Context: an optimization exercise on an open-source flow, tuned for small area. The choices shown serve that exercise and are no tape-out recipe.
In this exercise RTL edits were held to simulation tests only and were not proved equivalent to the original.
No activity file was given, so power comes from the tool's default toggle rates.

==> flow/flow/run.sh <==
#!/bin/bash
# Own layout flow: the standard synthesis, then a re-mapping of the datapath's
# combinational logic (registers untouched, see remap.py), then the standard layout steps
# with the ports buffered by the smallest buffer and a clock tree of small buffers without
# dummy loads.
set -euo pipefail
W=$(pwd)
R=$W/orfs/results/${FLOW_PLATFORM}/branch_chkpt_ctrl/base
bash standard.sh synth > $W/flow_synth.log 2>&1
cp $R/1_2_yosys.v $W/1_2_yosys.standard.v
python3 $W/flow/remap.py $R/1_2_yosys.v > $W/flow_remap.log 2>&1
rm -f $R/1_synth.odb $R/1_synth.sdc
export BUFFER_PORTS_ARGS="-buffer_cell sky130_fd_sc_hd__buf_1"
export CTS_ARGS="-sink_clustering_enable -repair_clock_nets -dont_use_dummy_load -sink_clustering_size 30 -sink_clustering_max_diameter 80 -buf_list {sky130_fd_sc_hd__clkbuf_8 sky130_fd_sc_hd__clkbuf_16}"
bash standard.sh finish > $W/flow_finish.log 2>&1
==> flow/flow/remap.py <==
#!/usr/bin/env python3
"""Re-map the snapshot datapath of the synthesised netlist onto compact sky130hd cells.

The registers are left exactly as synthesis made them (same instances, names and cell types);
only combinational logic changes:
  * each slot_data register's D input becomes a22o(wr_en, in, wr_hold, q), a 2:1 hold mux
    without an inverter, with wr_en/wr_hold decoded once per slot;
  * each recovery-map / head output becomes the select, with inverted one-hot selects ns,
    nor2(o22ai(ns0,q0,ns1,q1), o22ai(ns2,q2,ns3,q3)) of the four slots.
  * the free-count path (running count, capture-time base, recovery sum) is rebuilt from
    half/full adders, with the bases stored and selected like the snapshot bits.
The logic these replace is swept as dead.

usage: remap.py NETLIST   (rewrites NETLIST in place)
"""
import re
import sys
from collections import defaultdict

P = "sky130_fd_sc_hd__"
NUM = 4
MAP_W = 192
HEAD_W = 6
DATA_W = MAP_W + HEAD_W
OUT_PINS = {"X", "Y", "Q", "Q_N", "SUM", "COUT", "HI", "LO"}

path = sys.argv[1]
text = open(path).read()

m = re.search(r"^(.*?\);\n)(.*)^(\s*endmodule.*)$", text, re.S | re.M)
header_and_decl, body, tail = m.group(1), m.group(2), m.group(3)

inst_re = re.compile(r"^\s*(" + P + r"\w+)\s+(\S+)\s*\((.*?)\);\s*$", re.S | re.M)
pin_re = re.compile(r"\.(\w+)\(\s*([^()]*?)\s*\)")

decls = []
cells = []  # [type, name, {pin: net}]
pos = 0
for mm in inst_re.finditer(body):
    decls.append(body[pos:mm.start()])
    pos = mm.end()
    pins = {p: n.strip() for p, n in pin_re.findall(mm.group(3))}
    cells.append([mm.group(1), mm.group(2), pins])
rest = body[pos:]
decl_text = "".join(decls) + rest
assert "assign" not in decl_text, "unexpected assign in netlist"

port_names = set(re.findall(r"^\s*(?:input|output)\s+(?:\[[^\]]*\]\s*)?(\S+?);",
                             header_and_decl + decl_text, re.M))
ports_out = set(re.findall(r"^\s*output\s+(?:\[[^\]]*\]\s*)?(\S+?);", header_and_decl + decl_text, re.M))


def base(net):
    return net.split("[")[0].lstrip("\\").strip()


def is_port_out(net):
    return base(net) in ports_out


def is_flop(ctype):
    return "df" in ctype[len(P):]


def norm(n):
    return n.strip()


flops = {}
for c in cells:
    if is_flop(c[0]):
        flops[c[1]] = c


def flop(prefix):
    hits = [c for n, c in flops.items() if n.startswith(prefix + "$")]
    assert len(hits) == 1, (prefix, len(hits))
    return hits[0]


def qnet(prefix):
    return flop(prefix)[2]["Q"]


new_wires = []
counter = [0]


def wire(tag):
    counter[0] += 1
    n = f"rm_{tag}_{counter[0]}"
    new_wires.append(n)
    return n


def add(ctype, pins, tag):
    counter[0] += 1
    cells.append([P + ctype, f"rm_{tag}_{counter[0]}", pins])


# Write enables and holds, one pair per slot.
a0 = qnet(r"\alloc_q[0]")
a1 = qnet(r"\alloc_q[1]")
cap = wire("cap")
add("and2_1", {"A": "chkpt_we_i", "B": "chkpt_avail_o", "X": cap}, "cap")
dec = [wire(f"dec{i}") for i in range(NUM)]
add("nor2_1", {"A": a0, "B": a1, "Y": dec[0]}, "dec")
add("nor2b_1", {"A": a1, "B_N": a0, "Y": dec[1]}, "dec")
add("nor2b_1", {"A": a0, "B_N": a1, "Y": dec[2]}, "dec")
add("and2_1", {"A": a0, "B": a1, "X": dec[3]}, "dec")
en = [wire(f"en{i}") for i in range(NUM)]
hold = [wire(f"hold{i}") for i in range(NUM)]
for i in range(NUM):
    add("and2_1", {"A": cap, "B": dec[i], "X": en[i]}, "en")
    add("nand2_1", {"A": cap, "B": dec[i], "Y": hold[i]}, "hold")


def data_in(b):
    return f"chkpt_rat_map_i[{b}]" if b < MAP_W else f"chkpt_fl_head_i[{b - MAP_W}]"


def data_out(b):
    return f"rat_recover_map_o[{b}]" if b < MAP_W else f"fl_recover_head_o[{b - MAP_W}]"


# Storage: D = wr_en ? in : q.
for i in range(NUM):
    for b in range(DATA_W):
        f = flop(rf"\slot_data[{i}][{b}]")
        assert f[0] == P + "dfxtp_1", f[0]
        d = wire("d")
        f[2]["D"] = d
        add("a22o_1", {"A1": en[i], "A2": data_in(b), "B1": hold[i], "B2": f[2]["Q"], "X": d}, "st")

# Read: one-hot select of the recovering slot.
r0 = qnet(r"\rec_tag_q[0]")
r1 = qnet(r"\rec_tag_q[1]")
# Inverted one-hot selects: nsel[i] is 0 only for the recovering slot.
nsel = [wire(f"nsel{i}") for i in range(NUM)]
add("or2_1", {"A": r0, "B": r1, "X": nsel[0]}, "nsel")
add("nand2b_1", {"A_N": r1, "B": r0, "Y": nsel[1]}, "nsel")
add("nand2b_1", {"A_N": r0, "B": r1, "Y": nsel[2]}, "nsel")
add("nand2_1", {"A": r0, "B": r1, "Y": nsel[3]}, "nsel")
for b in range(DATA_W):
    out = data_out(b)
    drivers = [c for c in cells if any(p in OUT_PINS and n == out for p, n in c[2].items())]
    assert len(drivers) == 1, (out, len(drivers))
    drv = drivers[0]
    assert not is_flop(drv[0]), out
    for p, n in drv[2].items():
        if p in OUT_PINS and n == out:
            drv[2][p] = wire("dead")
    q = [qnet(rf"\slot_data[{i}][{b}]") for i in range(NUM)]
    n1 = wire("rd")
    n2 = wire("rd")
    # out = AND over slots of (nsel | q), which is the selected slot's bit.
    add("o22ai_1", {"A1": nsel[0], "A2": q[0], "B1": nsel[1], "B2": q[1], "Y": n1}, "rd")
    add("o22ai_1", {"A1": nsel[2], "A2": q[2], "B1": nsel[3], "B2": q[3], "Y": n2}, "rd")
    add("nor2_1", {"A": n1, "B": n2, "Y": out}, "rd")

# Free count: the running count G (free_cnt_q) with Gn = G + free, each slot's base
# cbase = count_in - Gn on capture, and at recovery cbase[slot] + Gn.
CW = 7
cfv = "commit_free_valid_i"
G = [flop(rf"\free_cnt_q[{k}]") for k in range(CW)]
Gq = [f[2]["Q"] for f in G]
Gn = [wire("gn") for k in range(CW)]
c = cfv
for k in range(CW):
    if k < CW - 1:
        cn = wire("gc")
        add("ha_1", {"A": Gq[k], "B": c, "SUM": Gn[k], "COUT": cn}, "ginc")
        c = cn
    else:
        add("xor2_1", {"A": Gq[k], "B": c, "X": Gn[k]}, "ginc")
for k in range(CW):
    G[k][2]["D"] = Gn[k]

cnt_in = [f"chkpt_fl_free_count_i[{k}]" for k in range(CW)]
cb_in = [wire("cbi") for k in range(CW)]
# cnt_in + ~Gn + 1
c = None
for k in range(CW):
    if k == 0:
        add("xor2_1", {"A": cnt_in[0], "B": Gn[0], "X": cb_in[0]}, "csub")
        c = wire("cc")
        add("or2b_1", {"A": cnt_in[0], "B_N": Gn[0], "X": c}, "csub")
    elif k < CW - 1:
        ng = wire("ngn")
        add("inv_1", {"A": Gn[k], "Y": ng}, "csub")
        cn = wire("cc")
        add("fa_1", {"A": cnt_in[k], "B": ng, "CIN": c, "SUM": cb_in[k], "COUT": cn}, "csub")
        c = cn
    else:
        x = wire("cx")
        add("xor2_1", {"A": cnt_in[k], "B": Gn[k], "X": x}, "csub")
        add("xnor2_1", {"A": x, "B": c, "Y": cb_in[k]}, "csub")

for i in range(NUM):
    for k in range(CW):
        f = flop(rf"\slot_cbase[{i}][{k}]")
        assert f[0] == P + "dfxtp_1", f[0]
        d = wire("d")
        f[2]["D"] = d
        add("a22o_1", {"A1": en[i], "A2": cb_in[k], "B1": hold[i], "B2": f[2]["Q"], "X": d}, "cst")

rc = []
for k in range(CW):
    q = [qnet(rf"\slot_cbase[{i}][{k}]") for i in range(NUM)]
    n1 = wire("rd")
    n2 = wire("rd")
    r = wire("rc")
    add("o22ai_1", {"A1": nsel[0], "A2": q[0], "B1": nsel[1], "B2": q[1], "Y": n1}, "rd")
    add("o22ai_1", {"A1": nsel[2], "A2": q[2], "B1": nsel[3], "B2": q[3], "Y": n2}, "rd")
    add("nor2_1", {"A": n1, "B": n2, "Y": r}, "rd")
    rc.append(r)

outs = [f"fl_recover_free_count_o[{k}]" for k in range(CW)]
for out in outs:
    drivers = [cc for cc in cells if any(p in OUT_PINS and n == out for p, n in cc[2].items())]
    assert len(drivers) == 1, (out, len(drivers))
    for p, n in drivers[0][2].items():
        if p in OUT_PINS and n == out:
            drivers[0][2][p] = wire("dead")
c = None
for k in range(CW):
    if k == 0:
        c = wire("ac")
        add("ha_1", {"A": rc[0], "B": Gn[0], "SUM": outs[0], "COUT": c}, "cadd")
    elif k < CW - 1:
        cn = wire("ac")
        add("fa_1", {"A": rc[k], "B": Gn[k], "CIN": c, "SUM": outs[k], "COUT": cn}, "cadd")
        c = cn
    else:
        x = wire("ax")
        add("xor2_1", {"A": rc[k], "B": Gn[k], "X": x}, "cadd")
        add("xor2_1", {"A": x, "B": c, "X": outs[k]}, "cadd")

# Sweep combinational cells that drive nothing.
removed = 0
while True:
    loads = defaultdict(int)
    for c in cells:
        for p, n in c[2].items():
            if p not in OUT_PINS:
                loads[n] += 1
    keep = []
    for c in cells:
        outs = [n for p, n in c[2].items() if p in OUT_PINS]
        dead = (not is_flop(c[0])) and outs and all(loads[n] == 0 and not is_port_out(n) for n in outs)
        if dead:
            removed += 1
        else:
            keep.append(c)
    if len(keep) == len(cells):
        break
    cells = keep

# Drop declarations of wires no longer used.
used = set()
for c in cells:
    used.update(c[2].values())
out_lines = []
for line in decl_text.splitlines():
    mm = re.match(r"^\s*wire\s+(\\\S+\s|\S+);\s*$", line)
    if mm:
        n = mm.group(1).strip()
        if n not in used and n not in port_names:
            continue
    out_lines.append(line)

with open(path, "w") as fo:
    fo.write(header_and_decl)
    fo.write("\n".join(out_lines).rstrip() + "\n")
    for n in new_wires:
        if n in used:
            fo.write(f"  wire {n};\n")
    for t, n, pins in cells:
        pl = ",\n".join(f"    .{p}({v} )" if v.startswith("\\") else f"    .{p}({v})"
                         for p, v in pins.items())
        fo.write(f"  {t} {n} (\n{pl}\n  );\n")
    fo.write(tail if tail.endswith("\n") else tail + "\n")

cnt = defaultdict(int)
for c in cells:
    cnt[c[0]] += 1
print(f"remap: removed {removed} dead cells, {len(cells)} cells now")
for t in sorted(cnt):
    print(f"  {cnt[t]:6d} {t}")
==> flow/standard.sh <==
#!/bin/bash
# synth_recipe.tcl (not shown) runs the flow's synth.tcl, then flattens the netlist and writes it again
# the make line also repeats each setting of config.mk as NAME=value (left out here)
make -C /OpenROAD-flow-scripts/flow DESIGN_CONFIG=/design/flow/config.mk WORK_HOME=/design/flow/orfs CLKGATE_MAP_FILE= SYNTH_SCRIPT=/design/flow/synth_recipe.tcl "${@:-finish}"
==> flow/config.mk <==
export PLATFORM = sky130hd
export DESIGN_NAME = branch_chkpt_ctrl
export DESIGN_NICKNAME = branch_chkpt_ctrl
export VERILOG_FILES = /design/flow/design.v
export SDC_FILE = /design/flow/constraint.sdc
export NUM_CORES = 4
export LEC_CHECK = 0
export ABC_AREA = 1
export CAP_MARGIN = 20
export CORE_MARGIN = 2
export CORE_UTILIZATION = 30
export SLEW_MARGIN = 20
==> flow/constraint.sdc <==
create_clock -name core_clock -period 5.5 [get_ports {clk_i}]
set_input_delay 1.1000 -clock core_clock [delete_from_list [all_inputs] [get_ports {clk_i}]]
set_output_delay 1.1000 -clock core_clock [all_outputs]
set_load 0.01 [all_outputs]
==> flow/design.v <==
package branch_chkpt_ctrl_pkg;
    localparam int PREGS       = 64;
    localparam int PREG_W      = 6;
    localparam int COUNT_W     = $clog2(PREGS) + 1;
    localparam int NUM_ARCH    = 32;
    localparam int MAP_W       = NUM_ARCH * PREG_W;
    localparam int NUM_CHKPT   = 4;
    localparam int CHKPT_TAG_W = 4;
    typedef enum logic {
        ST_IDLE,
        ST_RECOVER
    } chkpt_state_e;
    typedef struct packed {
        logic [MAP_W-1:0]   rat_map;
        logic [PREG_W-1:0]  fl_head;
        logic [COUNT_W-1:0] fl_count;
        logic [COUNT_W-1:0] free_since;
        logic               valid;
        logic               resolved;
    } chkpt_slot_t;
endpackage
module branch_chkpt_ctrl #(
    parameter int NUM_CHKPT = branch_chkpt_ctrl_pkg::NUM_CHKPT,
    parameter int TAG_W     = branch_chkpt_ctrl_pkg::CHKPT_TAG_W
) (
    input  logic                                        clk_i,
    input  logic                                        rst_i,
    input  logic                                        chkpt_we_i,
    input  logic [branch_chkpt_ctrl_pkg::MAP_W-1:0]     chkpt_rat_map_i,
    input  logic [branch_chkpt_ctrl_pkg::PREG_W-1:0]    chkpt_fl_head_i,
    input  logic [branch_chkpt_ctrl_pkg::COUNT_W-1:0]   chkpt_fl_free_count_i,
    output logic [TAG_W-1:0]                            chkpt_tag_o,
    output logic                                        chkpt_avail_o,
    input  logic                                        commit_free_valid_i,
    input  logic [branch_chkpt_ctrl_pkg::PREG_W-1:0]    fl_live_tail_i,
    input  logic                                        resolve_valid_i,
    input  logic [TAG_W-1:0]                            resolve_tag_i,
    input  logic                                        resolve_mispredict_i,
    output logic                                        rat_recover_o,
    output logic [branch_chkpt_ctrl_pkg::MAP_W-1:0]     rat_recover_map_o,
    output logic                                        fl_recover_o,
    output logic [branch_chkpt_ctrl_pkg::PREG_W-1:0]    fl_recover_head_o,
    output logic [branch_chkpt_ctrl_pkg::PREG_W-1:0]    fl_recover_tail_o,
    output logic [branch_chkpt_ctrl_pkg::COUNT_W-1:0]   fl_recover_free_count_o,
    output logic                                        flush_o,
    output logic                                        busy_o
);
    localparam int PTR_W   = $clog2(NUM_CHKPT);
    localparam int MAP_W   = branch_chkpt_ctrl_pkg::MAP_W;
    localparam int PREG_W  = branch_chkpt_ctrl_pkg::PREG_W;
    localparam int COUNT_W = branch_chkpt_ctrl_pkg::COUNT_W;
    localparam int DATA_W  = MAP_W + PREG_W;
    logic [DATA_W-1:0]  slot_data  [NUM_CHKPT];
    logic [COUNT_W-1:0] slot_cbase [NUM_CHKPT];
    logic [NUM_CHKPT-1:0] slot_valid;
    logic [NUM_CHKPT-1:0] slot_resolved;
    logic [PTR_W-1:0]   oldest_q;
    logic [PTR_W-1:0]   alloc_q;
    logic [PTR_W-1:0]   rec_tag_q;     
    logic               recover_q;
    logic [COUNT_W-1:0] free_cnt_q;
    logic [COUNT_W-1:0] free_cnt_d;
    logic               full;
    logic               tag_hit;
    logic               mispredict;
    logic               resolve_ok;
    logic               capture;
    logic               retire;
    logic [PTR_W-1:0]   res_idx;
    logic [PTR_W-1:0]   res_dist;
    logic [NUM_CHKPT-1:0] younger_mask;
    logic [NUM_CHKPT-1:0] wr_en;
    logic [NUM_CHKPT-1:0] wr_hold;       
    logic [COUNT_W-1:0] cbase_in;
    assign full          = slot_valid[alloc_q];
    assign res_idx       = resolve_tag_i[PTR_W-1:0];
    assign tag_hit       = resolve_valid_i && (resolve_tag_i[TAG_W-1:PTR_W] == '0)
                           && slot_valid[res_idx] && !recover_q;
    assign mispredict    = tag_hit && resolve_mispredict_i;
    assign resolve_ok    = tag_hit && !resolve_mispredict_i;
    assign chkpt_avail_o = !full && !recover_q && !(resolve_valid_i && resolve_mispredict_i);
    assign capture       = chkpt_we_i && chkpt_avail_o;
    assign retire        = slot_valid[oldest_q] && slot_resolved[oldest_q];
    assign res_dist      = res_idx - oldest_q;
    assign chkpt_tag_o   = TAG_W'(alloc_q);
    assign free_cnt_d    = free_cnt_q + COUNT_W'(commit_free_valid_i);
    assign cbase_in      = chkpt_fl_free_count_i - free_cnt_d;
    always_comb begin
        for (int i = 0; i < NUM_CHKPT; i++) begin
            younger_mask[i] = (PTR_W'(i) - oldest_q) >= res_dist;
            wr_en[i]        = capture && (alloc_q == PTR_W'(i));
            wr_hold[i]      = !chkpt_we_i || full || recover_q || (resolve_valid_i && resolve_mispredict_i)
                              || (alloc_q != PTR_W'(i));
        end
    end
    always_ff @(posedge clk_i or posedge rst_i) begin
        if (rst_i) begin
            recover_q     <= 1'b0;
            oldest_q      <= '0;
            alloc_q       <= '0;
            slot_valid    <= '0;
            slot_resolved <= '0;
            free_cnt_q    <= '0;
        end else begin
            recover_q  <= mispredict;
            free_cnt_q <= free_cnt_d;
            if (retire) begin
                slot_valid[oldest_q] <= 1'b0;
                oldest_q             <= oldest_q + 1'b1;
            end
            if (resolve_ok) begin
                slot_resolved[res_idx] <= 1'b1;
            end
            if (capture) begin
                slot_valid[alloc_q]    <= 1'b1;
                slot_resolved[alloc_q] <= 1'b0;
                alloc_q                <= alloc_q + 1'b1;
            end
            if (mispredict) begin
                for (int i = 0; i < NUM_CHKPT; i++) begin
                    if (younger_mask[i]) begin
                        slot_valid[i] <= 1'b0;
                    end
                end
                alloc_q <= res_idx;
            end
        end
    end
    always_ff @(posedge clk_i) begin
        rec_tag_q <= res_idx;
        for (int i = 0; i < NUM_CHKPT; i++) begin
            slot_data[i]  <= ({DATA_W{wr_en[i]}} & {chkpt_fl_head_i, chkpt_rat_map_i})
                           | ({DATA_W{wr_hold[i]}} & slot_data[i]);
            slot_cbase[i] <= ({COUNT_W{wr_en[i]}} & cbase_in)
                           | ({COUNT_W{wr_hold[i]}} & slot_cbase[i]);
        end
    end
    logic [NUM_CHKPT-1:0] rec_sel;
    logic [DATA_W-1:0]    rec_data;
    logic [COUNT_W-1:0]   rec_cbase;
    always_comb begin
        rec_data  = '0;
        rec_cbase = '0;
        for (int i = 0; i < NUM_CHKPT; i++) begin
            rec_sel[i] = (rec_tag_q == PTR_W'(i));
            rec_data   = rec_data  | ({DATA_W{rec_sel[i]}}  & slot_data[i]);
            rec_cbase  = rec_cbase | ({COUNT_W{rec_sel[i]}} & slot_cbase[i]);
        end
    end
    assign rat_recover_o           = recover_q;
    assign fl_recover_o            = recover_q;
    assign flush_o                 = recover_q;
    assign busy_o                  = recover_q;
    assign rat_recover_map_o       = rec_data[MAP_W-1:0];
    assign fl_recover_head_o       = rec_data[DATA_W-1:MAP_W];
    assign fl_recover_tail_o       = fl_live_tail_i;
    assign fl_recover_free_count_o = rec_cbase + free_cnt_d;
endmodule
==> out/results.txt, run 1 <==
The tools report the detailed placer's ending HPWL as 51.7 mm. The number of global-route vias before repair came out at 23944. The switching portion of total power was 33.2%; the per-cell via count in the routed design was 5.68.

The completed layout was analyzed and its total power is 20.3 mW. The average cell area after synthesis is 11.7 sq um. The tools report the combinational fraction of design power as 32.3%. STA classifies the critical path startpoint as a register. Of the total power, registers draw 51.5%. The maximum fanout along the worst path is 39.

Setup slack on the critical path of the routed design comes to 286 ps. The part of the power in the clock network was 16.2%; the final critical-path share of the clock period was 94.8%. The pin count of the biggest net entering global routing is 108, and the relative slew slack is 32.4%. In the routed design, unresolved DRC markers number 0. At the pin with the least slew margin, the transition time is 1010 ps. The area added between synthesis and finish was 16.6%; the total number of nets in the final design was 3218. The setup path with the least slack is of type reg -> out. The cell area after placement is 0.0324 sq mm. The run finished with no timing, DRC or antenna violations.

The tools report the global placer's final weighted congestion as 0.784. Summed over all layers, the routed wires come to 92.4 mm. Counting I/O delays and the setup requirement, the final critical path takes 5210 ps. The worst-case IR drop observed on VDD is 0.340 mV.

Hold repair after CTS inserted 0 buffers. Data on the critical path is required at its endpoint by 4400 ps. The aggregate negative setup slack came out at 0 ps.

The average detailed-routed wire length per instance is 21.8 um. Yosys printed 3 warnings. The tool flagged a number of max-cap violations equal to 0. The fraction of layout instances using a drive strength above 1 is 3.68%, and the net load switching power is 6.75 mW. The number of rows created at floorplan was 113. In the layout the commonest cells are 822 x dfxtp_1, 820 x a22o_1, 426 x buf_1. The height of the die was 313 um. Internal power comes to 13.6 mW. The final route contains 24084 vias. Setup repair after global routing left no endpoint under its margin. TritonCTS built the clock tree.

The number of clock buffers added by TritonCTS is 41. The full die area is 0.0982 sq mm. For the post-route cell area, the log shows 0.0335 sq mm. The count of final setup violators came out at 0. CTS placed an instance of clkbuf_16 at the clock tree root.

The global-route wire length before repair was 141 mm; the total number of H-tree levels was 2. In this run the remaining antenna-violating nets after routing total 0. The power per unit of standard cell area is 607 mW/mm^2, and the arrival time reported for the critical path endpoint is 4110 ps.

Synthesis handed over a netlist of 2455 instances. At the later pin of the worst-skew pair, clock insertion delay measures 620 ps. The number of endpoints with negative hold slack in the final report is 0. The path category of the worst min-delay check was reg -> reg. The horizontal extent of the die was 313 um. The detailed router finished its first iteration with 2220 violations. The library cell used most frequently in the layout, excluding fill and tap cells, is dfxtp_1. In this run the post-CTS setup repair buffer count came out at 0.

The number of antenna violations at the first check in global routing is 14, and the all-layer global routing usage is 17.7%. Post-CTS repair changed the size of 0 cells. The run gives 5 as the detailed-router iteration count before antenna repair. The logs give 441 for the I/O pin count and 0 for the max-slew violation total from the final report. The number of I/O port buffers came out at 426.

Number of clock sinks: 842. Summed over all layers, the global routing overflow is 0. The longest clock path from root to sink contains 3 buffers.

Summed over all cells, the static leakage comes to 14.1 nW. The tools report the maximum clock frequency as 192 MHz. Element type at the critical path end: an output pin.

Across the routed clock network, the largest skew measured is 61.5 ps. The tools report the core box area as 0.0949 sq mm. For this configuration, the core starts out at a cell density of 30.3%.

The logs give 401 ps for the post-placement worst setup slack and 0.0287 sq mm for the cell area after synthesis. The register clock-pin slew on the reported worst setup and hold paths works out to 50 ps.
state kept, by name (all words and copies together) (netlist names):
| name | flops |
|---|---|
| slot_valid | 4 |
| alloc_q | 2 |
| free_cnt_q | 7 |
| rec_tag_q | 2 |
| slot_cbase | 28 |
| slot_data | 792 |
| oldest_q | 2 |
| recover_q | 1 |
| slot_resolved | 4 |
stage by stage:
stage,instances,utilization [%],hold WS (ps)
finish,4237,35.3,474
CTS,4227,35.3,474
global placement,4186,34.2,456
floorplan,2456,-,443
detailed placement,4186,34.2,455
global route,4236,35.3,483
critical path: stages, from the launching register on:
cell     delay, ps
dfxtp_1        510
nand2_8        290
o22ai_1        210
nor2_1          70
ha_1           210
fa_1           400
fa_1           400
fa_1           390
fa_1           390
fa_1           380
xor2_1         130
buf_1          160
power groups by stage:
stage	logic, mW	clock network [mW]	registers, mW
6_report	6.57	3.29	10.5
5_1_grt	7.18	3.58	10.8
4_1_cts	6.57	3.38	10.4
3_5_place_dp	6.55	0	10.5
3_3_place_gp	6.39	0	10.5
2_1_floorplan	4.83	0	10.1
layout make-up:
class / instances / area (sq um)
diodes: 10 / 25.0
clock buffers: 41 / 1030
fillers: 9516 / 61400
inverters: 34 / 128
multi-input cells: 1567 / 11600
flip-flops and latches: 842 / 17000
well taps: 1265 / 1580
repair buffers: 478 / 2160
final timing paths:
kind,depth (start not counted),start,endpoint,slack (ps)
worst max register to register,10,free_cnt_q[0],slot_cbase[3][6],1920
max in group asynchronous,2,rst_i,oldest_q[0],4300
worst min-delay path,1,slot_data[0][189],slot_data[0][189],470
min in group asynchronous,2,rst_i,free_cnt_q[1],640
worst min register to register,1,slot_data[0][189],slot_data[0][189],470
worst max-delay path,11,rec_tag_q[0],fl_recover_free_count_o[6],290
routing by layer:
metal	GRT usage, %	part of all wire (%)
met5	0	0.075
met4	5.56	2.4
met3	2.84	6.1
met2	28.3	46
met1	24.4	46
==> run 2: changes to the inputs <==
--- a/flow/flow/run.sh
+++ b/flow/flow/run.sh
@@ -12,4 +12,4 @@
 rm -f $R/1_synth.odb $R/1_synth.sdc
 export BUFFER_PORTS_ARGS="-buffer_cell sky130_fd_sc_hd__buf_1"
-export CTS_ARGS="-sink_clustering_enable -repair_clock_nets -dont_use_dummy_load -sink_clustering_size 30 -sink_clustering_max_diameter 80 -buf_list {sky130_fd_sc_hd__clkbuf_8 sky130_fd_sc_hd__clkbuf_16}"
+export CTS_ARGS="-sink_clustering_enable -repair_clock_nets -dont_use_dummy_load -sink_clustering_size 20 -sink_clustering_max_diameter 65 -buf_list {sky130_fd_sc_hd__clkbuf_8}"
 bash standard.sh finish > $W/flow_finish.log 2>&1
==> run 2 against run 1 <==
Effect of this change: core utilization decreased by 0.14 points; still clean; sequential power hardly changed; non-clock buffer count increased by 5; critical path type unchanged; clock skew fell by 13 ps; design area decreased by 0.39%; routed wire length rose by 0.44%.
==> out/results.txt, run 2 <==
The slew at the pin closest to its max-slew limit is 1020 ps (+11.0 ps), and the CTS buffer count is 60 (+46%). The clock latency at the later pin of the worst-skew pair was 750 ps (+130 ps); the number of global-route vias before repair was 24060 (+0.48%). For the all-layer global routing usage, the log shows 17.8% (+0.11 points). The tools report the element type at the critical path end as an output pin. The tools report the max-slew violation total from the final report as 0 (unchanged). Full die area: 0.0982 sq mm (unchanged). The final critical-path share of the clock period came out at 95.9% (+1.1 points).

The run gives 113 (unchanged) as the number of rows created at floorplan. The final clock skew was 48.4 ps (-13.2 ps). The register with the most flip-flops is slot_data. The largest registers in the layout are slot_data: 792 flops, slot_cbase: 28 flops, free_cnt_q: 7 flops.

For the relative slew slack, the log shows 31.7% (-0.73 points). Per-cell via count in the routed design: 5.66 (-0.36%). The tools report the arrival time reported for the critical path endpoint as 4170 ps (+60 ps).

The run gives 0 ps (unchanged) as the aggregate negative setup slack. The run finished with no timing, DRC or antenna violations. Detailed-router iteration count before antenna repair: 5 (unchanged). The horizontal extent of the die was 313 um (unchanged). The logs give 30.3% (unchanged) for the initial cell density of the core and 0 (unchanged) for the number of max-capacitance violations reported.

The number of antenna violations at the first check in global routing came out at 14 (unchanged). The count of warnings emitted by yosys was 3 (unchanged). For the final worst-path setup slack, the log shows 226 ps (-60.0 ps). The maximum fanout along the worst path was 6 (-85%); the detailed placer's ending HPWL was 51.7 mm (unchanged). Number of buffer and inverter stages on the critical path: 2 (+1). The run gives 0.0949 sq mm (unchanged) as the core box area.

The post-route cell area is 0.0334 sq mm (-0.39%), and the share of the core filled with cells is 35.2% (-0.14 points). The category of the most critical setup path is reg -> out. The remaining number of nets flagged by the antenna check after routing was 0 (unchanged). The library cells used most frequently in the layout, excluding fill and tap cells, are 820 x a22o_1, 820 x dfxtp_1, 426 x buf_1. The number of flip-flops in the largest register is 792 (unchanged). Leakage power figure: 14.0 nW (-0.27%). The total number of nets in the final design was 3243 (+0.78%).

The average detailed-routed wire length per instance was 21.8 um (-0.15%); the register clock-pin slew on the reported worst setup and hold paths was 90 ps (+40 ps). The number of clock sinks was 842 (unchanged). The height of the die is 313 um (unchanged), and the non-filler instance count after layout is 4262 (+0.59%).

The logs give 0 (unchanged) for the number of endpoints with negative hold slack in the final report and 9544 (+0.29%) for the total of fill cells in the finished design. The global-route wire length before repair came out at 142 mm (+0.36%). The cell depth of the worst setup path was 11 (unchanged). The logs give 0 (unchanged) for the number of design rule violations left after detail routing and 0.0324 sq mm (unchanged) for the cell area after placement.

Count of final setup violators: 0 (unchanged). The min-delay analysis places its worst path in the category reg -> reg. The number of buffers on the longest clock path came out at 3 (unchanged).

The post-layout minimum cycle time is 5270 ps (+60.0 ps). The residual overflow from global routing was 0 (unchanged); the overall via count from detail_route was 24138 (+0.22%). The largest vdd supply drop came out at 0.345 mV (+1.4%). The sort of element at the start of the critical path is a register. The internal reg-to-reg setup slack was 1880 ps (-40 ps); the power per unit of standard cell area was 598 mW/mm^2 (-1.6%).

For the number of cells produced by synthesis, the log shows 2455 (unchanged). The logs give 2 (unchanged) for the total number of H-tree levels and 2127 (-4.2%) for the number of DRC markers after the initial detailed-route iteration. Global placer's final weighted congestion: 0.784 (unchanged). The cell sitting at the root of the clock tree is a clkbuf_8.

TritonCTS built the clock tree. Relative to the synthesized area, the layout overhead comes to 16.2%. The average cell area after synthesis was 11.7 sq um (unchanged). The slowest stage of the critical path is the fa_1 cell. The maximum clock frequency was 190 MHz (-1.1%).

The worst-case reg-to-reg path depth was 10 (unchanged). Counting stages on the worst path, the most repeated cell is fa_1. The largest incremental delay on the critical path works out to 460 ps (-50 ps).

The I/O pin count was 441 (unchanged). The number of I/O port buffers is 426 (unchanged), and the required arrival time at the worst endpoint is 4400 ps (about the same). The post-placement worst setup slack is 401 ps (unchanged). The hold path depth came out at 1 (unchanged). Among cell families on the critical path, the largest total delay comes from adder cells. The cell area after synthesis is 0.0287 sq mm (unchanged).

The number of cells after detailed placement is 4186 (unchanged). Setup repair after global routing left no endpoint under its margin. The fraction of layout instances using a drive strength above 1 is 4.55% (+0.87 points).

The total wire length after detailed routing is 92.8 mm (+0.44%). Pin count of the biggest net entering global routing: 108 (unchanged). The signal on the critical path passes through or2_4, buf_12, o22ai_1, nor2_1, fa_1, fa_1, fa_1, fa_1, fa_1, xor2_1, buf_1.
run 2: worst paths after layout:
path                              startpoint                    endpoint
min reg2reg                slot_data[2][111]           slot_data[2][111]
max reg2reg                    free_cnt_q[0]            slot_cbase[3][6]
max                             rec_tag_q[1]  fl_recover_free_count_o[6]
min in group asynchronous              rst_i            slot_resolved[0]
max in group asynchronous              rst_i            slot_resolved[1]
min                        slot_data[2][111]           slot_data[2][111]
run 2: area by class of cell:
class	instances	area, sq um	area share [%]
inverters	34	128	0.383
flip-flops and latches	842	17000	50.9
diodes	10	25.0	0.0750
well taps	1265	1580	4.74
repair buffers	483	2210	6.64
multi-input cells	1568	11600	34.8
clock buffers	60	826	2.48
run 2: routing by layer:
| layer | share of wire (%) | wire length [um] | track usage [%] | vias up |
|---|---|---|---|---|
| li1 | - | - | - | 10995 |
| met5 | 0.074 | 69 | 0 | - |
| met4 | 2.6 | 2370 | 5.76 | 10 |
| met1 | 45 | 42000 | 24.5 | 12106 |
| met2 | 46 | 42400 | 28.4 | 889 |
| met3 | 6.5 | 6040 | 3.09 | 138 |
run 2: what timing repair did:
item	4_1_cts	5_1_grt
endpoints found under the setup margin	1	2
hold buffers	0	0
pin swaps	1	2
gates cloned	0	1
setup buffers	0	5
gates resized for setup	0	4
run 2: metrics by stage:
stage / total power [mW] / hold WS (ps)
6_report: 19.9 / 474
5_1_grt: 21.2 / 488
4_1_cts: 20.0 / 418
3_5_place_dp: 17.0 / 455
3_3_place_gp: 16.9 / 456
2_1_floorplan: 15.0 / 443
run 2: power breakdown:
part	switching (mW)	total [mW]	internal, mW	leakage (nW)
clock network	1.92	2.89	0.973	0.431
logic	3.28	6.57	3.29	6.49
registers	1.52	10.5	8.95	7.13
total	6.72	19.9	13.2	14.0
==> run 3: changes to the inputs <==
--- a/flow/flow/run.sh
+++ b/flow/flow/run.sh
@@ -12,4 +12,4 @@
 rm -f $R/1_synth.odb $R/1_synth.sdc
 export BUFFER_PORTS_ARGS="-buffer_cell sky130_fd_sc_hd__buf_1"
-export CTS_ARGS="-sink_clustering_enable -repair_clock_nets -dont_use_dummy_load -sink_clustering_size 20 -sink_clustering_max_diameter 65 -buf_list {sky130_fd_sc_hd__clkbuf_8}"
+export CTS_ARGS="-sink_clustering_enable -repair_clock_nets -dont_use_dummy_load -sink_clustering_size 16 -sink_clustering_max_diameter 80 -buf_list {sky130_fd_sc_hd__clkbuf_8}"
 bash standard.sh finish > $W/flow_finish.log 2>&1
==> run 3 against run 2 <==
Effect of this change: area after synthesis is the same; final cell count hardly changed; critical path depth stayed put; combinational power about the same; clock power is 2% higher; non-clock buffer count rose by 1; register-to-register slack hardly changed; design area barely moved; routed wire length grew 0.14%; count of clock-buffer cells in the layout increased by 1; power increased by 0.31%; hold slack got worse by 1.3 ps.
==> out/results.txt, run 3 <==
The flow ran to the end and the layout has no timing, DRC or antenna violations. The routed wire length on met3 is 6.17 mm (+2.1%). The required arrival time at the worst endpoint is 4400 ps (about the same), and the number of DRC markers after the initial detailed-route iteration is 2045 (-3.9%). The detailed-router iteration count before antenna repair is 5 (unchanged). The library cells used most frequently in the layout, excluding fill and tap cells, are 820 x a22o_1, 820 x dfxtp_1, 425 x buf_1. Dominant cell type by count on the critical path: fa_1. The final clock skew was 42.4 ps (-5.99 ps); the number of design rule violations left after detail routing was 0 (unchanged). The number of cells produced by synthesis came out at 2455 (unchanged).

Register with the most flip-flops: slot_data. The CTS buffer count came out at 61 (+1.7%). The highest layer used for signal routing is met5. The maximum fanout along the worst path was 6 (unchanged). The tools report the max-slew violation total from the final report as 0 (unchanged).

The total area of multi-input combinational cells was 0.0116 sq mm (unchanged). The element type at the critical path end is an output pin. Category of the most critical setup path: reg -> out. The fraction of layout instances using a drive strength above 1 was 4.65% (+0.097 points).

The number of flip-flops in the largest register was 792 (unchanged); the total wire length after detailed routing was 93.0 mm (+0.14%). In this run the critical register-to-register path is launched from free_cnt_q[0]. Traced cell by cell, the critical path runs through or2_4, buf_12, o22ai_1, nor2_1, fa_1, fa_1, fa_1, fa_1, fa_1, xor2_1, clkbuf_2.

The slew at the pin closest to its max-slew limit is 1020 ps (-4.52 ps), and the register clock-pin slew on the reported worst setup and hold paths is 110 ps (+20 ps). The largest vdd supply drop is 0.335 mV (-2.9%). The aggregate negative setup slack was 0 ps (unchanged); the internal reg-to-reg setup slack was 1890 ps (about the same). The area added between synthesis and finish is 16.3% (about the same). The total number of nets in the final design is 3245 (+0.062%). Clock root buffer: clkbuf_8. The tools report the quantity of hold-fixing buffers added after cts as 0 (unchanged). The endpoint identified for the worst register-to-register timing path is slot_cbase[1][6]. The largest registers in the layout are slot_data: 792 flops, slot_cbase: 28 flops, free_cnt_q: 7 flops. The remaining number of nets flagged by the antenna check after routing was 0 (unchanged); the post-layout minimum cycle time was 5250 ps (-23.2 ps).

The number of I/O port buffers works out to 426 (unchanged). Power per unit of standard cell area: 599 mW/mm^2 (+0.22%). The tools report the I/O pin count as 441 (unchanged). The number of global-route vias before repair is 24156 (+0.40%), and the average cell area after synthesis is 11.7 sq um (unchanged). TritonCTS built the clock tree. The run gives 17.9% (+0.068 points) as the all-layer global routing usage. The final critical-path share of the clock period is 95.5% (-0.42 points).

The height of the die was 313 um (unchanged). The arrival time reported for the critical path endpoint is 4150 ps (-20 ps). Sort of element at the start of the critical path: a register. Core box area: 0.0949 sq mm (unchanged).

The number of endpoints with negative hold slack in the final report came out at 0 (unchanged). The per-cell via count in the routed design was 5.65 (-0.17%). The count of final setup violators is 0 (unchanged), and the number of rows created at floorplan is 113 (unchanged). The logs give 142 mm (+0.34%) for the global-route wire length before repair and 0.0982 sq mm (unchanged) for the full die area. For the number of clock sinks, the log shows 842 (unchanged).

The average detailed-routed wire length per instance is 21.8 um (about the same), and the residual overflow from global routing is 0 (unchanged). Path category of the worst min-delay check: in -> async. The tools report the clock latency at the later pin of the worst-skew pair as 740 ps (about the same).

For the total of fill cells in the finished design, the log shows 9531 (-0.14%). The leakage power figure was 14.1 nW (+0.11%); the relative slew slack was 32.0% (+0.30 points). The run gives 472 ps (-1.34 ps) as the worst-case hold slack. The largest incremental delay on the critical path was 460 ps (about the same). The cell type of the slowest stage on the worst timing path is fa_1. Pin count of the biggest net entering global routing: 108 (unchanged).

The total number of H-tree levels is 2 (unchanged), and the count of warnings emitted by yosys is 3 (unchanged). The global placer's final weighted congestion is 0.784 (unchanged). The horizontal extent of the die was 313 um (unchanged); the power consumption was 20.0 mW (+0.31%). The number of buffers on the longest clock path was 3 (unchanged); the cell area after synthesis was 0.0287 sq mm (unchanged).

The number of max-capacitance violations reported is 0 (unchanged), and the maximum clock frequency is 190 MHz (+0.44%). The run gives 15 (+1) as the number of antenna violations at the first check in global routing. The worst-case reg-to-reg path depth came out at 10 (unchanged). The detailed-route wire length on metal 1 was 42.3 mm (+0.71%). Setup repair after global routing left no endpoint under its margin. Detailed-routed wire length on met2: 42.0 mm (-0.90%). The overall via count from detail_route is 24120 (-0.075%), and the initial cell density of the core is 30.3% (unchanged).

Flip-flop and latch area: 0.0170 sq mm (unchanged). The run gives 51.7 mm (unchanged) as the detailed placer's ending HPWL.
run 3: cell count changes in the layout (fill, tap and decap cells not counted):
cell	change
clkbuf_2	+1
clkbuf_8	+1
diode_2	+2
buf_1	-1
buf_4	+1
run 3: area by class of cell:
cell class / instances / area share (%)
inverter: 34 / 0.382
tap: 1265 / 4.74
clock buffer: 61 / 2.51
multi-input combinational: 1568 / 34.8
sequential: 842 / 50.8
timing repair buffer: 484 / 6.66
antenna: 12 / 0.0899
run 3: through the flow:
stage	util [%]	cells	setup slack, ps	instance area [sq um]
after detailed placement	34.2	4186	401	32400
after CTS	35.1	4247	6.99	33300
after floorplan	-	2456	89.9	28700
after global routing	35.2	4264	12.2	33400
final	35.2	4266	249	33400
after global placement	34.2	4186	371	32400
run 3: timing repair:
action / in CTS / in global routing
setup buffers: 0 / 6
setup endpoints to repair: 0 / 2
resized for setup: 0 / 5
hold endpoints to repair: 0 / 0
run 3: critical path, delay by kind of cell (launching register included):
kind	cells	cell delay (ps)
and+or+nand+nor	2	380
adders and majority gates	5	2030
xor gates and xnor gates	1	140
AOI/OAI and AO/OA	1	180
DFF	1	410
buffers and inverters	2	280
run 3: worst max-delay path by stage:
| stage | startpoint | to | slack, ps | depth (start not counted) |
|---|---|---|---|---|
| 2_1_floorplan | rec_tag_q[0] | fl_recover_free_count_o[6] | 90 | 10 |
| 4_1_cts | rec_tag_q[0] | fl_recover_free_count_o[6] | 7 | 11 |
| 5_1_grt | rec_tag_q[0] | fl_recover_free_count_o[6] | 10 | 11 |
| 3_5_place_dp | commit_free_valid_i | fl_recover_free_count_o[6] | 400 | 10 |
| 6_report | rec_tag_q[0] | fl_recover_free_count_o[6] | 250 | 11 |
| 3_3_place_gp | commit_free_valid_i | fl_recover_free_count_o[6] | 370 | 10 |
run 3: metal layers:
metal | GRT usage [%] | vias up
met5 | 0 | -
met4 | 5.57 | 10
met3 | 3.49 | 139
met2 | 28.4 | 892
met1 | 24.5 | 12081
li1 | - | 10998
run 3: power by group:
part	switching, mW	internal [mW]
registers	1.51	8.95
clock network	1.97	0.987
logic	3.28	3.29
total	6.76	13.2
==> run 4: changes to the inputs <==
--- a/flow/design.v
+++ b/flow/design.v
@@ -68,6 +68,9 @@
     logic               retire;
     logic [PTR_W-1:0]   res_idx;
-    logic [PTR_W-1:0]   res_dist;
+    logic [1:0]         res_dist;
+    logic [1:0]         slot_dist [NUM_CHKPT];
     logic [NUM_CHKPT-1:0] younger_mask;
+    logic [1:0]         oldest_inc;
+    logic [1:0]         alloc_inc;
     logic [NUM_CHKPT-1:0] wr_en;
     logic [NUM_CHKPT-1:0] wr_hold;       
@@ -82,5 +85,7 @@
     assign capture       = chkpt_we_i && chkpt_avail_o;
     assign retire        = slot_valid[oldest_q] && slot_resolved[oldest_q];
-    assign res_dist      = res_idx - oldest_q;
+    assign res_dist      = {res_idx[1] ^ oldest_q[1] ^ (~res_idx[0] & oldest_q[0]), res_idx[0] ^ oldest_q[0]};
+    assign oldest_inc    = {oldest_q[1] ^ oldest_q[0], ~oldest_q[0]};
+    assign alloc_inc     = {alloc_q[1] ^ alloc_q[0], ~alloc_q[0]};
     assign chkpt_tag_o   = TAG_W'(alloc_q);
     assign free_cnt_d    = free_cnt_q + COUNT_W'(commit_free_valid_i);
@@ -88,5 +93,8 @@
     always_comb begin
         for (int i = 0; i < NUM_CHKPT; i++) begin
-            younger_mask[i] = (PTR_W'(i) - oldest_q) >= res_dist;
+            slot_dist[i]    = {PTR_W'(i) ^ oldest_q};
+            slot_dist[i][1] = slot_dist[i][1] ^ (PTR_W'(i) == PTR_W'(0) || PTR_W'(i) == PTR_W'(2) ? oldest_q[0] : 1'b0);
+            younger_mask[i] = (slot_dist[i][1] & ~res_dist[1])
+                              | (~(slot_dist[i][1] ^ res_dist[1]) & (slot_dist[i][0] | ~res_dist[0]));
             wr_en[i]        = capture && (alloc_q == PTR_W'(i));
             wr_hold[i]      = !chkpt_we_i || full || recover_q || (resolve_valid_i && resolve_mispredict_i)
@@ -107,5 +115,5 @@
             if (retire) begin
                 slot_valid[oldest_q] <= 1'b0;
-                oldest_q             <= oldest_q + 1'b1;
+                oldest_q             <= oldest_inc;
             end
             if (resolve_ok) begin
@@ -115,5 +123,5 @@
                 slot_valid[alloc_q]    <= 1'b1;
                 slot_resolved[alloc_q] <= 1'b0;
-                alloc_q                <= alloc_q + 1'b1;
+                alloc_q                <= alloc_inc;
             end
             if (mispredict) begin
--- a/flow/config.mk
+++ b/flow/config.mk
@@ -9,4 +9,4 @@
 export CAP_MARGIN = 20
 export CORE_MARGIN = 2
-export CORE_UTILIZATION = 30
+export CORE_UTILIZATION = 36
 export SLEW_MARGIN = 20
==> run 4 against run 3 <==
Effect of this change: clock skew grew 24 ps; sequential share of layout area grew 0.36 points; hold slack gained 7.5 ps; via count grew 3.6%; clock power shrank 3%; area after synthesis shrank 0.41%; critical path type unchanged.
==> out/results.txt, run 4 <==
The flow ran to the end and the layout has no timing, DRC or antenna violations. Maximum fanout along the worst path: 37 (+31). The endpoint of the lowest-slack register-to-register path is slot_cbase[0][6]. Maximum clock frequency: 189 MHz (-0.95%). Largest vdd supply drop: 0.438 mV (+31%).

Signal routing reaches up to met5. The power consumption came out at 20.4 mW (+2.0%). The number of endpoints with negative hold slack in the final report was 0 (unchanged); the average cell area after synthesis was 11.8 sq um (+0.54%). The tools report the number of design rule violations left after detail routing as 0 (unchanged).

The height of the die is 286 um (-8.8%), and the number of DRC markers after the initial detailed-route iteration is 2475 (+21%). The aggregate negative setup slack was 0 ps (unchanged). The count of warnings emitted by yosys is 4 (+1), and the required arrival time at the worst endpoint is 4400 ps (about the same). The run gives 710 ps (-30 ps) as the clock latency at the later pin of the worst-skew pair. The register clock-pin slew on the reported worst setup and hold paths came out at 70 ps (-40 ps). The arrival time reported for the critical path endpoint was 4200 ps (+50 ps); the number of buffers on the longest clock path was 3 (unchanged). The tools report the critical path startpoint as rec_tag_q[1]. The run gives 46.4 mm (+11%) as the detailed-routed wire length on met2.

The logs give 60 (-1.6%) for the CTS buffer count and 42.0% (+6.8 points) for the share of the core filled with cells. TritonCTS built the clock tree. The count of final setup violators was 0 (unchanged). The total wire length after detailed routing is 98.4 mm (+5.9%). Number of clock sinks: 842 (unchanged). The area growth from synthesis to layout is 15.9%. The detailed-router iteration count before antenna repair is 8 (+3).

The final clock skew was 66.7 ps (+24.3 ps); the total of fill cells in the finished design was 7491 (-21%). The residual overflow from global routing is 0 (unchanged), and the global placer's final weighted congestion is 0.804 (+2.5%). The number of I/O port buffers is 426 (unchanged), and the worst-case hold slack is 480 ps (+7.54 ps).

The run gives 4037 (-5.4%) as the non-filler instance count after layout. The run gives 8.03 mm (+30%) as the routed wire length on met3. The run gives 1910 ps (+20 ps) as the internal reg-to-reg setup slack. The leakage power figure was 14.1 nW (+0.20%). STA classifies the critical path endpoint as an output pin.

The detailed-route wire length on metal 1 was 41.5 mm (-1.8%). The average detailed-routed wire length per instance was 24.4 um (+12%); the initial cell density of the core was 36.3% (+6.0 points). For the number of cells produced by synthesis, the log shows 2432 (-0.94%). The number of antenna violations at the first check in global routing is 15 (unchanged). The all-layer global routing usage was 22.8% (+4.9 points).

Setup repair after global routing left no endpoint under its margin. The max-slew violation total from the final report was 0 (unchanged); the number of global-route vias before repair was 25776 (+6.7%). The per-cell via count in the routed design works out to 6.19 (+9.5%). Power per unit of standard cell area: 616 mW/mm^2 (+2.8%). STA classifies the critical path startpoint as a register. The worst-case reg-to-reg path depth was 10 (unchanged); the number of rows created at floorplan was 103 (-8.8%). For the remaining number of nets flagged by the antenna check after routing, the log shows 0 (unchanged). The slew at the pin closest to its max-slew limit is 1010 ps (-12.7 ps).

The detailed placer's ending HPWL came out at 56.3 mm (+9.1%). In this run the critical register-to-register path is launched from free_cnt_q[0]. Number of max-capacitance violations reported: 0 (unchanged).

The library cell used most frequently in the layout, excluding fill and tap cells, is dfxtp_1. The final critical-path share of the clock period is 96.4% (+0.92 points). The full die area came out at 0.0817 sq mm (-17%). Leaving out fill and tap cells, the most frequent cells in the layout are 821 x dfxtp_1, 820 x a22o_1, 426 x buf_1. The horizontal extent of the die was 286 um (-8.8%); the final worst-path setup slack was 199 ps (-50.6 ps).

The tools report the pin count of the biggest net entering global routing as 69 (-36%). The total number of H-tree levels is 2 (unchanged), and the post-route cell area is 0.0331 sq mm (-0.75%). The logs give 0.0286 sq mm (-0.41%) for the cell area after synthesis and 32.8% (+0.85 points) for the relative slew slack. The global-route wire length before repair was 150 mm (+5.7%); the number of flip-flops in the largest register was 792 (unchanged). The post-placement worst setup slack is 294 ps (-107 ps), and the total number of nets in the final design is 3227 (-0.55%). The min-delay analysis places its worst path in the category reg -> reg.

I/O pin count: 441 (unchanged). Endpoint of the worst setup timing path: fl_recover_free_count_o[6]. The cell area after placement is 0.0323 sq mm (-0.51%), and the number of cells after detailed placement is 3964 (-5.3%). slot_data holds more flip-flops than any other register.

The category of the most critical setup path was reg -> out. The post-layout minimum cycle time is 5300 ps (+50.6 ps), and the core box area is 0.0789 sq mm (-17%). The overall via count from detail_route is 24995 (+3.6%). The largest registers in the layout are slot_data: 792 flops, slot_cbase: 28 flops, free_cnt_q: 7 flops. The fraction of layout instances using a drive strength above 1 is 4.74% (+0.091 points). The tools report the clock root buffer as clkbuf_8.
## run 4: cell type report
cell class / count / area, sq um / area share, %
Antenna cell: 13 / 32.5 / 0.0982
Clock buffer: 60 / 826 / 2.49
Inverter: 25 / 93.8 / 0.283
Multi-Input combinational cell: 1555 / 11500 / 34.8
Sequential cell: 842 / 17000 / 51.2
Tap cell: 1050 / 1310 / 3.96
Timing Repair Buffer: 492 / 2370 / 7.16
## run 4: routing by layer
metal | track usage (%) | up-vias
li1 | - | 10969
met1 | 30.5 | 12603
met2 | 36.8 | 1235
met3 | 4.47 | 176
met4 | 7.95 | 12
met5 | 0 | -
## run 4: power breakdown
part / switching (mW) / leakage, nW / internal [mW]
clock: 1.90 / 0.431 / 0.973
sequential: 1.66 / 7.13 / 9.02
combinational: 3.45 / 6.52 / 3.39
## run 4: critical path, cell delays in order, from the launching register on
cell	delay [ps]
dfxtp_1	530
nand2_8	250
o22ai_1	200
nor2_1	80
ha_1	210
fa_1	400
fa_1	390
fa_1	390
fa_1	390
fa_1	410
xor2_1	150
buf_1	170
## run 4: timing repair
item,CTS,global route
resized for setup,0,2
setup endpoints to repair,0,2
hold buffers,0,0
buffers inserted,0,0
## run 4: worst min-delay path by stage
stage          cells past startpoint  slack, ps           endpoint         startpoint
3_3_place_gp                       1        460  slot_data[1][156]  slot_data[1][156]
6_report                           1        480  slot_data[2][186]  slot_data[2][186]
2_1_floorplan                      1        440    slot_data[1][0]    slot_data[1][0]
3_5_place_dp                       1        460  slot_data[1][170]  slot_data[1][170]
5_1_grt                            1        500  slot_data[1][184]  slot_data[1][184]
4_1_cts                            1        480  slot_data[2][186]  slot_data[2][186]
==> run 5: changes to the inputs <==
--- a/flow/config.mk
+++ b/flow/config.mk
@@ -9,4 +9,5 @@
 export CAP_MARGIN = 20
 export CORE_MARGIN = 2
-export CORE_UTILIZATION = 36
+export CORE_UTILIZATION = 30
+export PLACE_DENSITY = 0.75
 export SLEW_MARGIN = 20
==> run 5 against run 4 <==
Effect of this change: largest cell class unchanged; clock skew fell by 8.5 ps; register-to-register slack improved by 30 ps; sequential power barely moved; hold slack got worse by 5.8 ps; core utilization fell by 7.0 points; routed wire length fell by 9.2%; first-iteration DRC count rose by 5.0%.
==> out/results.txt, run 5 <==
The run finished with no timing, DRC or antenna violations. For the number of buffers on the longest clock path, the log shows 3 (unchanged). The number of I/O port buffers is 426 (unchanged), and the final worst-path setup slack is 178 ps (-20.7 ps).

The fraction of layout instances using a drive strength above 1 was 4.23% (-0.52 points); the horizontal extent of the die was 313 um (+9.4%). The run gives 842 (unchanged) as the number of clock sinks. The pin count of the biggest net entering global routing came out at 149 (+120%). The element type at the critical path end is an output pin.

The power per unit of standard cell area is 607 mW/mm^2 (-1.4%). The hold path depth is 1 (unchanged), and the number of global-route vias before repair is 24539 (-4.8%). The leakage power figure came out at 14.0 nW (-0.79%). The quantity of hold-fixing buffers added after cts is 0 (unchanged).

Launch instance of the worst register-to-register path: free_cnt_q[0]. The residual overflow from global routing came out at 0 (unchanged). The tools report the number of antenna violations at the first check in global routing as 8 (-7).

Counting flops per register, the top entry is slot_data. The number of design rule violations left after detail routing was 0 (unchanged). The largest vdd supply drop came out at 0.310 mV (-29%). The average detailed-routed wire length per instance came out at 21.1 um (-13%).

The initial cell density of the core came out at 30.2% (-6.1 points). Leaving out fill and tap cells, the most frequent cells in the layout are 821 x dfxtp_1, 820 x a22o_1, 426 x buf_1. The post-route cell area is 0.0332 sq mm (about the same), and the number of rows created at floorplan is 113 (+9.7%). The endpoint of the lowest-slack register-to-register path was slot_cbase[2][6]. The max-slew violation total from the final report is 0 (unchanged), and the post-layout minimum cycle time is 5320 ps (+20.7 ps). Among all stages on the critical path, the largest delay is contributed by fa_1.

The worst min-delay path endpoint was slot_data[1][60]. The maximum clock frequency came out at 188 MHz (-0.39%). The run gives 34.8% (+1.9 points) as the relative slew slack. The largest registers in the layout are slot_data: 792 flops, slot_cbase: 28 flops, free_cnt_q: 7 flops.

The average cell area after synthesis works out to 11.8 sq um (unchanged). The logs give 2 (unchanged) for the total number of H-tree levels and 61 (+1.7%) for the CTS buffer count. The number of flip-flops in the largest register is 792 (unchanged), and the remaining number of nets flagged by the antenna check after routing is 0 (unchanged).

The number of max-capacitance violations reported was 0 (unchanged). The run gives 4220 ps (+20 ps) as the arrival time reported for the critical path endpoint. Leaving out fill and tap cells, the most frequent cell in the layout is dfxtp_1.

The register clock-pin slew on the reported worst setup and hold paths was 90 ps (+20 ps); the final clock skew was 58.2 ps (-8.48 ps). Grouping stages by cell kind, the critical path spends the most delay in adder cells. The area added between synthesis and finish is 16.0% (about the same). The worst hold path begins at slot_data[1][60]. The core box area was 0.0947 sq mm (+20%).

Number of buffer and inverter stages on the critical path: 1 (unchanged). TritonCTS built the clock tree. The required arrival time at the worst endpoint is 4400 ps (about the same), and the total number of nets in the final design is 3211 (-0.50%).

The all-layer global routing usage was 17.1% (-5.7 points); the clock latency at the later pin of the worst-skew pair was 740 ps (+30 ps). Cell area after synthesis: 0.0286 sq mm (unchanged). The maximum fanout along the worst path was 4 (-89%); the detailed placer's ending HPWL was 49.9 mm (-11%). The per-cell via count in the routed design came out at 5.83 (-5.8%). The signal on the critical path passes through or2_4, o22ai_1, nor2_1, ha_1, fa_1, fa_1, fa_1, fa_1, fa_1, xor2_1, buf_1. The I/O pin count was 441 (unchanged); the slew at the pin closest to its max-slew limit was 979 ps (-29.0 ps).

The tools report the count of warnings emitted by yosys as 4 (unchanged). Full die area: 0.0978 sq mm (+20%). The tools report the overall via count from detail_route as 24657 (-1.4%). The clock root buffer is clkbuf_8.

The worst-case reg-to-reg path depth is 10 (unchanged), and the global placer's final weighted congestion is 0.809 (+0.66%). The internal reg-to-reg setup slack was 1940 ps (+30 ps); the detailed-router iteration count before antenna repair was 5 (-3). The number of DRC markers after the initial detailed-route iteration is 2599 (+5.0%).

The category of the most critical setup path was reg -> out. The number of buffers added for setup after CTS is 0 (unchanged). The final critical-path share of the clock period was 96.8% (+0.38 points); the global-route wire length before repair was 138 mm (-8.1%). In this design, the critical path's most frequently occurring cell is fa_1.

The worst-case hold slack came out at 474 ps (-5.77 ps). The run gives 89.4 mm (-9.2%) as the total wire length after detailed routing. The count of final setup violators is 0 (unchanged), and the number of cells produced by synthesis is 2432 (unchanged). Path category of the worst min-delay check: reg -> reg.

The largest incremental delay on the critical path was 420 ps (-110 ps); the number of endpoints with negative hold slack in the final report was 0 (unchanged). Setup repair after global routing left no endpoint under its margin. Post-placement worst setup slack: 358 ps (+63.5 ps).

The run gives 9439 (+26%) as the total of fill cells in the finished design. The cell area after placement is 0.0323 sq mm (+0.13%), and the height of the die is 313 um (+9.4%). The worst setup path is launched from a register. The tools report the aggregate negative setup slack as 0 ps (unchanged).
-- run 5: worst max-delay path by stage --
stage | endpoint | cells past startpoint | slack (ps) | start
2_1_floorplan | fl_recover_free_count_o[6] | 10 | 90 | rec_tag_q[0]
3_3_place_gp | fl_recover_free_count_o[6] | 10 | 360 | commit_free_valid_i
3_5_place_dp | fl_recover_free_count_o[6] | 10 | 360 | commit_free_valid_i
4_1_cts | fl_recover_free_count_o[6] | 11 | 110 | rec_tag_q[0]
5_1_grt | fl_recover_free_count_o[6] | 11 | 20 | rec_tag_q[1]
6_report | fl_recover_free_count_o[6] | 11 | 180 | rec_tag_q[1]
-- run 5: cell type report --
class / instances / area, sq um / share of cell area (%)
tap: 1265 / 1580 / 4.77
antenna: 4 / 10.0 / 0.0302
inverter: 25 / 93.8 / 0.283
clock buffer: 61 / 840 / 2.53
sequential: 842 / 17000 / 51.1
multi-input combinational: 1555 / 11500 / 34.8
timing repair buffer: 475 / 2140 / 6.46
-- run 5: stage by stage --
stage	utilization, %	instances	power [mW]
after global placement	34.1	4162	16.9
after CTS	35.0	4223	20.0
after global routing	35.0	4226	21.2
final	35.0	4227	20.1
after detailed placement	34.1	4162	17.1
after floorplan	-	2433	15.1
-- run 5: timing repair --
action,4_1_cts,5_1_grt
setup endpoints to repair,0,1
gates resized for setup,0,1
hold endpoints to repair,0,0
-- run 5: metal layers --
layer  routed length (um)  GRT usage [%]
met5                   40              0
met4                 2230           5.42
met3                 7350           3.61
met2                40800           27.4
met1                38900           23.0
-- run 5: report_power, final --
part | total, mW | switching (mW) | internal, mW
Combinational | 6.60 | 3.28 | 3.32
Clock | 2.90 | 1.91 | 0.988
Sequential | 10.6 | 1.60 | 9.02
Total | 20.1 | 6.80 | 13.3
==> run 6: changes to the inputs <==
--- a/flow/config.mk
+++ b/flow/config.mk
@@ -10,4 +10,5 @@
 export CORE_MARGIN = 2
 export CORE_UTILIZATION = 30
+export GPL_TIMING_DRIVEN = 0
 export PLACE_DENSITY = 0.75
 export SLEW_MARGIN = 20
==> run 6 against run 5 <==
Effect of this change: still clean on timing, DRC and antenna; area after synthesis unchanged; routed wire length grew 3.6%; critical path depth is 1 higher; sequential power hardly changed; synthesized cell count is the same; clock power is 4% higher; power up 1.9%; design area increased by 3.0%; register-to-register slack lost 60 ps; non-clock buffer count grew 21; critical path type unchanged; largest power group unchanged.
==> out/results.txt, run 6 <==
The flow ran to the end and the layout has no timing, DRC or antenna violations. The run gives 2665 (+2.5%) as the number of DRC markers after the initial detailed-route iteration. The power per unit of standard cell area came out at 601 mW/mm^2 (-1.0%). The clock root buffer is clkbuf_8. The register clock-pin slew on the reported worst setup and hold paths is 70 ps (-20 ps), and the initial cell density of the core is 30.2% (unchanged).

The tools report the maximum clock frequency as 188 MHz (+0.28%). The leakage power figure was 14.4 nW (+3.2%); the number of rows created at floorplan was 113 (unchanged). The critical path goes through or2_4, buf_16, o22ai_1, nor2_1, ha_1, fa_1, fa_1, fa_1, fa_2, fa_1, xor2_1, buf_2.

Core box area: 0.0947 sq mm (unchanged). slot_data holds more flip-flops than any other register. For the detailed placer's ending HPWL, the log shows 53.1 mm (+6.3%). Dominant cell type by count on the critical path: fa_1.

Number of buffer and inverter stages on the critical path: 2 (+1). The full die area was 0.0978 sq mm (unchanged). The tools report the sort of element at the start of the critical path as a register. The tools report the number of buffers on the longest clock path as 3 (unchanged). In this run the worst hold path is classified as reg -> reg. Number of design rule violations left after detail routing: 0 (unchanged). The largest incremental delay on the critical path came out at 400 ps (-20 ps). The I/O pin count came out at 441 (unchanged). The remaining number of nets flagged by the antenna check after routing is 0 (unchanged), and the CTS buffer count is 66 (+8.2%).

The slew at the pin closest to its max-slew limit works out to 892 ps (-86.7 ps). In the layout the commonest cells are 820 x a22o_1, 820 x dfxtp_1, 431 x buf_1. The worst setup path is of the reg -> out kind. On the critical path the largest part of the delay comes from adder cells. For the cell area after synthesis, the log shows 0.0286 sq mm (unchanged). The all-layer global routing usage was 17.7% (+0.65 points). The post-layout minimum cycle time is 5310 ps (-15.1 ps), and the required arrival time at the worst endpoint is 4400 ps (about the same). The run gives 25017 (+1.9%) as the number of global-route vias before repair. TritonCTS built the clock tree. The number of clock sinks was 842 (unchanged); the largest vdd supply drop was 0.400 mV (+29%). For the global-route wire length before repair, the log shows 142 mm (+2.5%). The tools report the number of antenna violations at the first check in global routing as 8 (unchanged).

The number of endpoints with negative hold slack in the final report came out at 0 (unchanged). Setup repair after global routing left no endpoint under its margin. The detailed-router iteration count before antenna repair is 5 (unchanged), and the relative slew slack is 39.8% (+5.0 points). The pin count of the biggest net entering global routing was 89 (-40%); the per-cell via count in the routed design was 5.86 (+0.38%). Power consumption: 20.5 mW (+1.9%). For the max-slew violation total from the final report, the log shows 0 (unchanged).

The average cell area after synthesis was 11.8 sq um (unchanged). The clock latency at the later pin of the worst-skew pair is 690 ps (-50 ps), and the number of cells produced by synthesis is 2432 (unchanged). The maximum fanout along the worst path was 24 (+20).

The global placer's final weighted congestion is 0.759 (-6.2%). In the final layout, the registers with the most flip-flops are slot_data: 792 flops, slot_cbase: 28 flops, free_cnt_q: 7 flops. The logs give 0 (unchanged) for the count of final setup violators and 3239 (+0.87%) for the total number of nets in the final design. Total number of H-tree levels: 3 (+1).

Fraction of layout instances using a drive strength above 1: 5.02% (+0.80 points). For the count of warnings emitted by yosys, the log shows 4 (unchanged). The quantity of hold-fixing buffers added after cts came out at 0 (unchanged). The logs give 36.0% (+1.0 points) for the share of the core filled with cells and 0 (unchanged) for the residual overflow from global routing. The cell type of the slowest stage on the worst timing path is fa_1. Area added between synthesis and finish: 19.4%. The total wire length after detailed routing was 92.6 mm (+3.6%); the overall via count from detail_route was 24914 (+1.0%). The final clock skew came out at 78.0 ps (+19.7 ps). For the number of max-capacitance violations reported, the log shows 0 (unchanged).

The final critical-path share of the clock period is 96.5% (-0.27 points). The arrival time reported for the critical path endpoint is 4210 ps (about the same), and the number of flip-flops in the largest register is 792 (unchanged). The number of I/O port buffers is 432 (+1.4%), and the height of the die is 313 um (unchanged).

Element type at the critical path end: an output pin. The average detailed-routed wire length per instance was 21.8 um (+2.9%); the horizontal extent of the die was 313 um (unchanged).
==> run 6: repair_timing <==
| action | 4_1_cts | 5_1_grt |
|---|---|---|
| endpoints found under the setup margin | 2 | 2 |
| pin swaps | 2 | 1 |
| endpoints found under the hold margin | 0 | 0 |
| gates cloned | 3 | 1 |
| resized for setup | 4 | 2 |
| buffers inserted | 4 | 2 |
==> run 6: through the flow <==
step | TNS [ps] | instances | hold slack (ps) | cell area, sq um | worst slack [ps]
after floorplan | 0 | 2433 | 443 | 28600 | 89.9
after global placement | -2935660 | 4130 | 456 | 31800 | -3560
after detailed placement | 0 | 4175 | 455 | 33100 | 392
after CTS | 0 | 4248 | 426 | 34100 | 5.82
after global routing | 0 | 4254 | 493 | 34100 | 8.32
final | 0 | 4255 | 472 | 34100 | 193
==> run 6: worst paths after layout <==
| check | start | end | slack (ps) | depth (start not counted) |
|---|---|---|---|---|
| setup / recovery | rec_tag_q[1] | fl_recover_free_count_o[6] | 190 | 12 |
| hold / removal | slot_data[3][197] | slot_data[3][197] | 470 | 1 |
| setup reg to reg | free_cnt_q[0] | slot_cbase[2][6] | 1880 | 10 |
| hold reg to reg | slot_data[3][197] | slot_data[3][197] | 470 | 1 |
| max in group asynchronous | rst_i | slot_valid[2] | 4440 | 2 |
| min in group asynchronous | rst_i | free_cnt_q[5] | 510 | 2 |
==> run 6: layout make-up <==
class / count / area, sq um
diodes: 4 / 10.0
plain buffers: 11 / 82.6
clock buffers: 66 / 908
fillers: 9319 / 60600
inverters: 25 / 93.8
multi-input cells: 1557 / 11600
flip-flops and latches: 842 / 17000
well taps: 1265 / 1580
repair buffers: 485 / 2940
==> run 6: power breakdown <==
group / leakage, nW / switching (mW) / internal [mW]
clock network: 0.475 / 1.95 / 1.08
logic: 6.82 / 3.38 / 3.47
registers: 7.13 / 1.61 / 9.02
total: 14.4 / 6.94 / 13.6
==> run 6: layer usage <==
metal | global-route usage [%] | routed length, um
met1 | 23.1 | 39100
met2 | 28.2 | 42300
met3 | 4.00 | 8080
met4 | 7.64 | 3080
met5 | 0 | 53

[port drivers added, routing unchanged]
No port has a modelled driver above. Below, the same layouts with a new extraction and two added sets of constraints.
Step 1 sets driving cells, clkbuf_16 on the clock port and buf_2 on the other inputs (assumed; they add their load-dependent delay and slew).
Step 2 moves the port delays by t, midway between the first and last clock arrival at a register: inputs arrive t later, outputs are due t later. That takes back most of the time a late clock gives input paths.
Slacks: ideal ports / drivers / drivers and shift; pairs: ideal ports / drivers.
run	t, ns	setup WS [ns]	slew at the worst register clock pin (ns)	worst data-port slew with drivers (ns)
run 1	0.648	0.286 / 0.222 / 0.393	0.12 / 0.12	0.14
run 2	0.770	0.226 / 0.161 / 0.387	0.12 / 0.12	0.15
run 3	0.793	0.249 / 0.184 / 0.396	0.11 / 0.11	0.14
run 4	0.743	0.199 / 0.136 / 0.325	0.11 / 0.11	0.09
run 5	0.766	0.178 / 0.122 / 0.298	0.10 / 0.10	0.21
run 6	0.710	0.193 / 0.139 / 0.411	0.11 / 0.11	0.12
After both steps every run listed still meets setup and hold.
